Background: an optimization exercise with open tools, aiming at small area, a short achievable clock period and few clock cycles per item. Do not read the settings as production practice.
Where RTL was checked, it was by simulation tests only, not by an equivalence proof against the original.
Power and IR drop assume default switching activity.

build 68:
==> flow/design.v (excerpt) <==
module rgb_to_ycbcr_block_builder_unit (
  input  wire logic              clk_i,
  input  wire logic              rst_ni,
  input  wire logic              in_vld_i,
  output logic                   in_stall_o,
  input  wire logic              kind_i,
  input  wire logic [7:0]        red_i,
  input  wire logic [7:0]        green_i,
  input  wire logic [7:0]        blue_i,
  output logic                   out_vld_o,
  input  wire logic              out_stall_i,
  output logic                   pixel_taken_o,
  output logic                   sample_valid_o,
  output logic signed [8:0]      sample_o,
  output logic        [1:0]      block_type_o,
  output logic        [5:0]      element_index_o,
  output logic                   last_of_block_o
);
clock: 7.0 ns
lec_check: 0
cap_margin: 20
core_margin: 2
core_utilization: 60
cts_cluster_diameter: 100
cts_cluster_size: 30
place_density: 0.7
setup_slack_margin: 4.4
slew_margin: 20
run.sh (not shown) runs the stock make flow with config.mk's settings and CLKGATE_MAP_FILE= SYNTH_SCRIPT=/design/flow/synth_recipe.tcl, a recipe that flattens the netlist after the stock synthesis.
Testbench counts of build 68, summed over its fixed seeds: cycles 39,032, items 32,768.
Changes in build 12 relative to build 68:
- CORE_UTILIZATION changed from 60 to 65
- PLACE_DENSITY removed (was 0.7)
- SLEW_MARGIN changed from 20 to 5
- CAP_MARGIN changed from 20 to 5
==> summary.txt <==
Diff build 68 -> build 12: last weighted congestion value of the routability-driven placer has increased, combinational power barely changed, layout-stage area growth over the synthesis result fell by 0.23 points, worst setup slack increased by 0.087 ns relative to the old numbers. ~same total power of the final layout in build 12 and build 68. Taking build 68 as the reference, in build 12 cell area after layout level; initial antenna violation count moved up.
## Diff of input files: build 36 against build 12
- changing CAP_MARGIN from 5 to 20
- setting ABC_AREA to 1 for the first time
- changing SLEW_MARGIN from 5 to 20
Findings:
Build 36 — final cell count 7.6% higher, build 12 as reference
Summary of build 36 over build 12: final antenna-violating net count ~0 delta, final worst setup slack -0.0082 ns, final weighted congestion in routability-driven placement -1.9%.
[compare] base=build 12 new=build 36: global routing met1 resource utilization went up, design area went down, routed wire length went up, fill cell total of the finished layout went up, area share of and/or/nand/nor cells after synthesis went up.
[inputs] build 33 vs build 36
- ABC_AREA: 1 -> unset
- SETUP_SLACK_MARGIN: 4.4 -> 4.5
[summary]
Going from build 36 to build 33, synthesized cell count shrank by a little under 10%.
Of build 36 and build 33, the lower cell area belongs to build 36.
The final-layout non-clock buffer area share reported for build 33 is greater than that of build 36 by 0.66 points.
Compare build 36 and build 33 | setup slack higher: build 33
Diff build 36 -> build 33: depth of the worst register-to-register path down 4, sum of routed wire length over all layers down 0.79%, global-route wire length before repair down about 1.2%, number of buffers added for setup after CTS up 12, clock group share of total power up 1.3 points.
Re via count of the first global-routing pass: build 36 was higher than build 33.
Source of the critical timing path: u_conv.d11[4] -> build 36, smp_q[2] -> build 33

---

== job 7052 ==
Starting RTL as in the previous note.
make LEC_CHECK=0 CAP_MARGIN=20 CORE_MARGIN=2 CORE_UTILIZATION=65 CTS_BUF_LIST='sky130_fd_sc_hd__clkbuf_8 sky130_fd_sc_hd__clkbuf_16' CTS_CLUSTER_DIAMETER=100 CTS_CLUSTER_SIZE=30 SETUP_SLACK_MARGIN=4.4 SLEW_MARGIN=20 finish   # period 7.0 ns
Testbench counts of job 7052, summed over its fixed seeds: cycles 39,032, items 32,768.
## Diff of input files: job 1236 against job 7052
- CTS_CLUSTER_SIZE: 30 -> 32
- CTS_CLUSTER_DIAMETER: 100 -> 90
- CTS_BUF_LIST: sky130_fd_sc_hd__clkbuf_8 sky130_fd_sc_hd__clkbuf_16 -> unset
[summary]
Job 1236 closes out successfully: all stages finished, all timing, DRC and antenna checks passed.
Job 1236 against job 7052; maximum ir drop on the vdd rail is up slightly.
Comparing job 1236 against job 7052, there is no change at all in setup slack at placement.
As far as cell leakage power is concerned, job 7052 and job 1236 perform about the same.
On fraction of area in clock buffers and inverters, job 1236 and job 7052 are basically level.
The inputs of job 3822 differ from those of job 1236 as listed below.
- CTS_CLUSTER_DIAMETER changed from 90 to 100
- CORE_UTILIZATION changed from 65 to 70
- CTS_CLUSTER_SIZE changed from 32 to 30
Findings:
- Higher clock network fraction of design power was reported by job 3822, not job 1236.
- Job 3822 ends up with a non-clock buffer count in the final layout that is 8.9% higher than in job 1236.
- Job 3822 went all the way through synthesis, placement and routing and the layout is clean on timing, DRC and antenna.
- Job 3822 vs job 1236, startpoint of the worst setup timing path: smp_q[3] vs out_v_q
- Job 3822 against job 1236: maximum cell stage delay along the critical path down 30 ps, first-iteration DRC count climbed about 22%, number of buffers added on ports level, signed area change from the synthesized netlist to the final layout held, netlist area before placement shows no meaningful change.
diff inputs: job 3822 => job 9607
- CTS_CLUSTER_DIAMETER now 60, was 100
- CTS_BUF_LIST now sky130_fd_sc_hd__clkbuf_8, previously not set
- CTS_CLUSTER_SIZE now 16, was 30
- CORE_UTILIZATION now 65, was 70
[summary]
Job 9607 finished all stages; the layout is clean. [compare] base=job 3822 new=job 9607: internal portion of total power fell about 1.3%; met3 wire length fell 2.4%; via count fell about 0.9%; switching component of the power rose about 0.6%. On net switching fraction of the power, the lower figure sits with job 3822, not job 9607. Worst setup path startpoint: taken_q -> job 9607, smp_q[3] -> job 3822. Compared with job 3822, in job 9607 proportion of power drawn by combinational gates moved down, cell row count moved up, final critical-path setup slack moved down.

---

== exp/willow ==
rgb_to_ycbcr_block_builder_unit, a different RTL version from the one above (not shown whole).
Size: ~3000 cells after synthesis, roughly 51 I/O pins, about 47000 µm² of cells after synthesis.
Settings: LEC_CHECK=0, CAP_MARGIN=20, CORE_MARGIN=2, CORE_UTILIZATION=65, CTS_CLUSTER_DIAMETER=100, CTS_CLUSTER_SIZE=30, SETUP_SLACK_MARGIN=4.3, SLEW_MARGIN=20; clock period 7.0 ns.
Every stage of the flow completed for exp/willow, and the final layout passed the timing, design-rule and antenna checks.
diff inputs: exp/willow => exp/quartz
Settings: SETUP_SLACK_MARGIN changed from 4.3 to 4.4.
==> comparison <==
[compare] base=exp/willow new=exp/quartz: final non-filler cell total comparable, worst-case setup margin in the final layout now smaller.
Across both runs, post-CTS repair timing setup buffer count was higher for exp/quartz than for exp/willow.
Input-level comparison between exp/pepper and exp/quartz:
Settings: swapping 65 for 70 in CORE_UTILIZATION.
[summary]
- On multi-input logic cell count, exp/pepper and exp/quartz are neck and neck.
- Sort exp/pepper and exp/quartz by layout buffering overhead excluding clock cells asc -> top: exp/quartz
- What exp/quartz reported for met2 wirelength from detailed routing has to be multiplied by 1.10 to get the figure for exp/pepper.
- Of exp/pepper and exp/quartz, exp/pepper shows the higher wire length the detailed router placed on met1, with exp/quartz below it.
- exp/pepper -> exp/quartz: area of all placed cells without fillers flat
- The half-perimeter wire length after placement of exp/pepper was inferior to that of exp/quartz.
- Compared with exp/quartz, exp/pepper shows a higher number of nets in the layout.
- Power dissipated by switching net loads for exp/pepper: about 1.6% up relative to exp/quartz
Input-level comparison between exp/garnet and exp/pepper:
Settings: CORE_UTILIZATION: 70 -> 60.
## What came out
Comparing exp/pepper and exp/garnet, the higher delay of the slowest cell on the worst path was measured on exp/garnet. Measured against each other, exp/pepper and exp/garnet differ in utilization, the lower figure coming from exp/garnet. Comparing exp/garnet with exp/pepper, the internal cell power came out essentially unchanged. Number of pins exceeding their max-slew limit in the final report: exp/pepper vs exp/garnet identical. exp/garnet and exp/pepper ended up with roughly the same number of buffers on the longest clock path. [compare] base=exp/pepper new=exp/garnet: instance count after placement with tap cells included higher, non-clock buffer count fell 1. Cmp exp/garnet vs exp/pepper: tightest hold margin higher in exp/garnet.
Relative to exp/garnet, the following input files were edited for exp/cedar:
Settings: SETUP_SLACK_MARGIN changed from 4.4 to 4.5; CORE_UTILIZATION changed from 60 to 65.
Notes after the runs:
For sequential cell area, exp/garnet and exp/cedar come out practically identical. Max count of inserted antenna diode cells across exp/cedar and exp/garnet: exp/garnet. In the tables for exp/cedar and exp/garnet, number of placed instances, taps included reads lower with exp/cedar. Between exp/cedar and exp/garnet, the difference in post-route fraction of the period consumed by the critical path is negligible. exp/cedar vs exp/garnet: total power draw up slightly.
Function was not checked in any run of this note: the RTL went through the layout flow alone.

---

rgb_to_ycbcr_block_builder_unit, a different RTL version from the one above (not shown whole).
Size: ~3100 cells after synthesis, ~1900 flip-flops, ~48000 um2 of cells after synthesis.
export LEC_CHECK = 0
export CAP_MARGIN = 20
export CORE_MARGIN = 2
export CORE_UTILIZATION = 65
export CTS_CLUSTER_DIAMETER = 100
export CTS_CLUSTER_SIZE = 30
export SETUP_SLACK_MARGIN = 4.4
export SLEW_MARGIN = 20
create_clock -name core_clock -period 7.0 [get_ports {clk_i}]
The baseline went through all stages and came out clean.
Testbench counts at the start, summed over its fixed seeds: cycles 39,080, items 32,768.
Next try:
- SETUP_SLACK_MARGIN: 4.4 -> 4.2
Design area decreases by 0.76%.
Register-to-register slack gets worse by 0.19 ns.
Cell count went down by 0.67%.

---

Setup of v43:
RTL: one of the versions met above, not the one the previous note started from.
Size: about 3100 cells after synthesis, about 1900 flip-flops, roughly 51 I/O pins.
==> flow/config.mk <==
export PLATFORM = sky130hd
export DESIGN_NAME = rgb_to_ycbcr_block_builder_unit
export DESIGN_NICKNAME = rgb_to_ycbcr_block_builder_unit
export VERILOG_FILES = /design/flow/design.v
export SDC_FILE = /design/flow/constraint.sdc
export NUM_CORES = 4
export LEC_CHECK = 0
export ABC_CLOCK_PERIOD_IN_PS = 2500
export CAP_MARGIN = 20
export CORE_MARGIN = 2
export CORE_UTILIZATION = 65
export CTS_CLUSTER_DIAMETER = 100
export CTS_CLUSTER_SIZE = 30
export SETUP_SLACK_MARGIN = 4.4
export SLEW_MARGIN = 20
==> flow/constraint.sdc <==
create_clock -name core_clock -period 7.0 [get_ports {clk_i}]
set_input_delay 1.4000 -clock core_clock [delete_from_list [all_inputs] [get_ports {clk_i}]]
set_output_delay 1.4000 -clock core_clock [all_outputs]
set_load 0.01 [all_outputs]
v43 completed every stage of the flow, and the final layout passed the timing, design-rule and antenna checks.
Testbench counts of v43, summed over its fixed seeds: cycles 39,032, items 32,768.
[inputs] v17 vs v43
- ABC_CLOCK_PERIOD_IN_PS no longer set, was 2500
[summary]
- Reported for v17 and v43, initial antenna violation count turned out identical to the last digit.
- Number of buffers created by CTS: v17 vs v43 identical
- v43 -> v17: global-route usage delta 0, exact match
- Re final hold slack: no difference whatsoever between v17 and v43.
- Comparing v17 with v43, the standard cell core area came out essentially unchanged.
- v17 and v43 ended up with nearly the same fraction of area in registers.
The inputs of v13 differ from those of v17 as listed below.
- GPL_TIMING_DRIVEN now 1, previously not set
- GPL_ROUTABILITY_DRIVEN now 0, previously not set
Results
- Changes observed in v13 relative to v17: depth of the worst register-to-register path now sits higher, clock-buffer cell count grew by 1, final cell count without fillers closely matched the old numbers, maximum vdd ir drop climbed about 7%.
- v13: flow completed, timing, DRC and antenna clean
- Reported for v17 and v13, post-synthesis compound-gate area fraction turned out identical to the last digit.
- Taking v17 as the reference, in v13 final wirelength saw a decrease, global routing met2 resource utilization has decreased, number of non-clock buffers saw an increase, number of nets in the layout level.
- Reported for v17 and v13, cell depth of the worst min-delay path turned out identical to the last digit.
- Worst setup path startpoint = smp_q[1]: v17; worst setup path startpoint = out_v_q: v13

-- afterwards: timing with drivers on the ports --
The flow's constraints put no driver on any port. The routed layouts listed below were extracted and timed again, unchanged, in two steps. Step 1: set_driving_cell puts a clkbuf_16 on clk_i and a buf_2 on each other input, an assumption about the parent block. Step 2 adds t to the input delays and takes it off the output delays; t is the mean of the earliest and latest rising clock arrival at the registers after step 1. Input paths then give back, and output paths get back, about the clock's delay inside the block. Three values: no drivers, after step 1, after step 2; two values: the first two.
run	t (ns)	slack for setup (ns)	worst setup path after step 2	worst register clock-pin slew, ns
build 68	0.705	4.329 / 4.262 / 3.963	input to register	0.12 / 0.12
build 12	0.714	4.416 / 4.348 / 3.847	input to register	0.11 / 0.11
build 36	0.716	4.407 / 4.356 / 3.778	input to register	0.11 / 0.11
build 33	0.715	4.420 / 4.354 / 3.912	input to register	0.11 / 0.11
job 7052	0.711	4.417 / 4.350 / 3.843	input to register	0.11 / 0.11
job 1236	0.705	4.421 / 4.356 / 3.800	input to register	0.12 / 0.12
job 3822	0.712	4.409 / 4.341 / 3.857	input to register	0.12 / 0.12
job 9607	0.841	4.281 / 4.213 / 3.737	input to register	0.10 / 0.10
exp/willow	0.699	4.368 / 4.301 / 3.823	input to register	0.12 / 0.12
exp/quartz	0.713	4.344 / 4.279 / 3.820	input to register	0.12 / 0.12
exp/pepper	0.694	4.393 / 4.327 / 3.773	input to register	0.11 / 0.11
exp/garnet	0.712	4.355 / 4.291 / 3.773	input to register	0.12 / 0.12
exp/cedar	0.696	4.354 / 4.290 / 3.917	input to register	0.11 / 0.11
the first run of note 4	0.714	4.372 / 4.324 / 3.684	input to register	0.12 / 0.12
the second run of note 4	0.708	4.205 / 4.200 / 3.576	input to register	0.11 / 0.11
v43	0.712	4.417 / 4.350 / 3.840	input to register	0.11 / 0.11
v17	0.712	4.417 / 4.350 / 3.840	input to register	0.11 / 0.11
v13	0.706	4.407 / 4.345 / 3.841	input to register	0.12 / 0.12
After both steps every run listed still meets setup and hold. The setup slack of the first run of note 4, which loses most, moves by -0.048 ns with the drivers and by -0.688 ns with both steps.
